Source: an optimization exercise on an open RTL-to-GDS flow (aim: small area, a short achievable clock period and few clock cycles per item). Production flows keep margins and buffers that such runs may drop.
Function was checked by simulation only, so behaviour that the tests miss may differ from the original.
Power is estimated from default activity; no workload was simulated.

## rolling_hash_pattern_matcher_top
module rolling_hash_pattern_matcher_top #(
   parameter int MAX_PATTERN  = MAX_PATTERN_DEF,
   parameter int WINDOW_DEPTH = WINDOW_DEPTH_DEF
) (
   input  logic                 clock,
   input  logic                 reset,
   input  logic                 req_valid,
   output logic                 req_ready,
   input  logic [BYTE_W-1:0]    req_text_byte,
   output logic                 rsp_valid,
   input  logic                 rsp_ready,
   output logic                 rsp_kind,
   output logic [VALUE_W-1:0]   rsp_value,
   output logic                 rsp_last,
   input  logic                 csr_we,
   input  logic [CSR_IDX_W-1:0] csr_index,
   input  logic [CSR_W-1:0]     csr_wdata
);
For scale: about 1900 cells after synthesis, about 120 I/O pins.
clock: 9.5 ns
lec_check: 0
cap_margin: 20
core_margin: 2
core_utilization: 60
cts_cluster_diameter: 80
cts_cluster_size: 20
slew_margin: 20
standard.sh (not shown) runs the stock make flow with config.mk's settings and CLKGATE_MAP_FILE= SYNTH_SCRIPT=/design/flow/synth_recipe.tcl, a recipe that flattens the netlist after the stock synthesis.
==> flow/flow/run.sh <==
#!/bin/bash
# Standard ORFS layout with a tighter setup repair target (slack margin in ns).
set -euo pipefail
bash standard.sh SETUP_SLACK_MARGIN=6.2 finish > standard_make.log 2>&1
Testbench counts at the start, summed over its fixed seeds: cycles 29,864, bytes 24,258.
Change:
CORE_UTILIZATION = 40   (was 60)
CTS_CLUSTER_DIAMETER = unset   (was 80)
CTS_CLUSTER_SIZE = unset   (was 20)
The changed run finished with timing, DRC and antenna clean.
Synthesized cell count does not change.
Total power rose by 8.5%.
Clock skew rose by 16 ps.
Routed wire length rose by 2.7%.
Design area rose by 3.7%.
Core utilization fell by 22 points.
Non-clock buffer count rose by 1.
Sequential cell count does not change.

========
Another version of the RTL of rolling_hash_pattern_matcher_top (not shown whole).
Size in the first run: ~2600 cells after synthesis, about 450 flip-flops, about 120 I/O pins, ~24000 um^2 of cells after synthesis.
==> flow/config.mk <==
export PLATFORM = sky130hd
export DESIGN_NAME = rolling_hash_pattern_matcher_top
export DESIGN_NICKNAME = rolling_hash_pattern_matcher_top
export VERILOG_FILES = /design/flow/design.v
export SDC_FILE = /design/flow/constraint.sdc
export NUM_CORES = 4
export LEC_CHECK = 0
export ABC_AREA = 1
export CAP_MARGIN = 20
export CORE_MARGIN = 2
export CORE_UTILIZATION = 40
export CTS_CLUSTER_DIAMETER = 90
export CTS_CLUSTER_SIZE = 24
export SLEW_MARGIN = 20
==> flow/constraint.sdc <==
create_clock -name core_clock -period 9.5 [get_ports {clock}]
set_input_delay 1.9000 -clock core_clock [delete_from_list [all_inputs] [get_ports {clock}]]
set_output_delay 1.9000 -clock core_clock [all_outputs]
set_load 0.01 [all_outputs]
==> flow/flow/run.sh <==
#!/bin/bash
# Standard ORFS layout with a tighter setup repair target, port buffers of
# a plain buffer cell, and free gate sizing.
set -euo pipefail
bash standard.sh 'SETUP_SLACK_MARGIN=6.45' 'MATCH_CELL_FOOTPRINT=0' 'BUFFER_PORTS_ARGS=-buffer_cell sky130_fd_sc_hd__buf_4' finish > standard_make.log 2>&1
Testbench counts at the start, summed over its fixed seeds: cycles 29,785, bytes 24,258.
Rerun with:
==> flow/flow/run.sh (replaced) <==
#!/bin/bash
# Standard ORFS layout with a tighter setup repair target, port buffers of
# a plain buffer cell, and free gate sizing.
set -euo pipefail
bash standard.sh 'SETUP_SLACK_MARGIN=6.3' 'MATCH_CELL_FOOTPRINT=0' 'BUFFER_PORTS_ARGS=-buffer_cell sky130_fd_sc_hd__buf_4' finish > standard_make.log 2>&1
CTS_CLUSTER_DIAMETER = 80   (was 90)
CTS_CLUSTER_SIZE = 20   (was 24)
Result: Hold slack gains 0.0041 ns. Critical path depth stays the same. Synthesized cell count is unchanged. Sequential share of layout area goes up by 0.97 points. Clock-buffer cell count goes up by 1. Setup slack loses 0.033 ns.
Rerun with:
==> flow/flow/run.sh (replaced) <==
#!/bin/bash
# Standard ORFS layout with a tighter setup repair target, port buffers of
# a plain buffer cell, and free gate sizing.
set -euo pipefail
bash standard.sh 'SETUP_SLACK_MARGIN=6.4' 'MATCH_CELL_FOOTPRINT=0' 'BUFFER_PORTS_ARGS=-buffer_cell sky130_fd_sc_hd__buf_4' finish > standard_make.log 2>&1
CORE_UTILIZATION = 55   (was 40)
CTS_CLUSTER_DIAMETER = 100   (was 80)
CTS_CLUSTER_SIZE = 26   (was 20)
Outcome: The new run ran to the end with no violations. Core utilization rises by 17 points. Wire length is lower by 2.5%. Via count rises by 0.83%. First-iteration DRC count went up by 21%. Sequential power stays flat. Cell count shrinks by 5.3%. Clock-buffer cell count is lower by 6. Combinational power is higher by about 5%. Global-route usage grows by 7.5 points.
Rerun with:
ABC_AREA = default   (was 1)
CORE_UTILIZATION = 40   (was 55)
CTS_CLUSTER_DIAMETER = 80   (was 100)
CTS_CLUSTER_SIZE = 20   (was 26)
Effect: Wire length came out lower by 6.3%; power rose by 3.6%; final area rose by 3.1%; final cell count shrinks by 11%; die area went up by 34%.

what the ideal ports hide:
How much do the figures lean on ideal ports? The routed layouts below were timed once more, with nothing changed but the port constraints. Step 1 sets driving cells, clkbuf_16 on the clock port and buf_2 on the other inputs (assumed; they add their load-dependent delay and slew). Step 2 times the ports against the registers' clock, not the clock port: input delays grow and output delays shrink by t, the midpoint of the rising clock arrivals with the driver on. Slacks: no drivers / after step 1 / after step 2; pairs: no drivers / after step 1.
run | t, ns | setup WS [ns] | worst data-port slew with drivers (ns)
the first run of note 1 | 0.644 | 6.123 / 6.123 / 5.604 | 0.05
the second run of note 1 | 0.651 | 6.202 / 6.189 / 5.587 | 0.05
the first run of note 2 | 0.638 | 6.378 / 6.319 / 5.919 | 0.05
the second run of note 2 | 0.667 | 6.345 / 6.284 / 5.848 | 0.05
the third run of note 2 | 0.636 | 6.423 / 6.361 / 5.902 | 0.04
the fourth run of note 2 | 0.676 | 6.394 / 6.333 / 5.766 | 0.05
After both steps setup and hold are still met in every run listed. For the fourth run of note 2, which loses most, drivers alone change the setup slack by -0.061 ns; drivers and shift together by -0.628 ns.
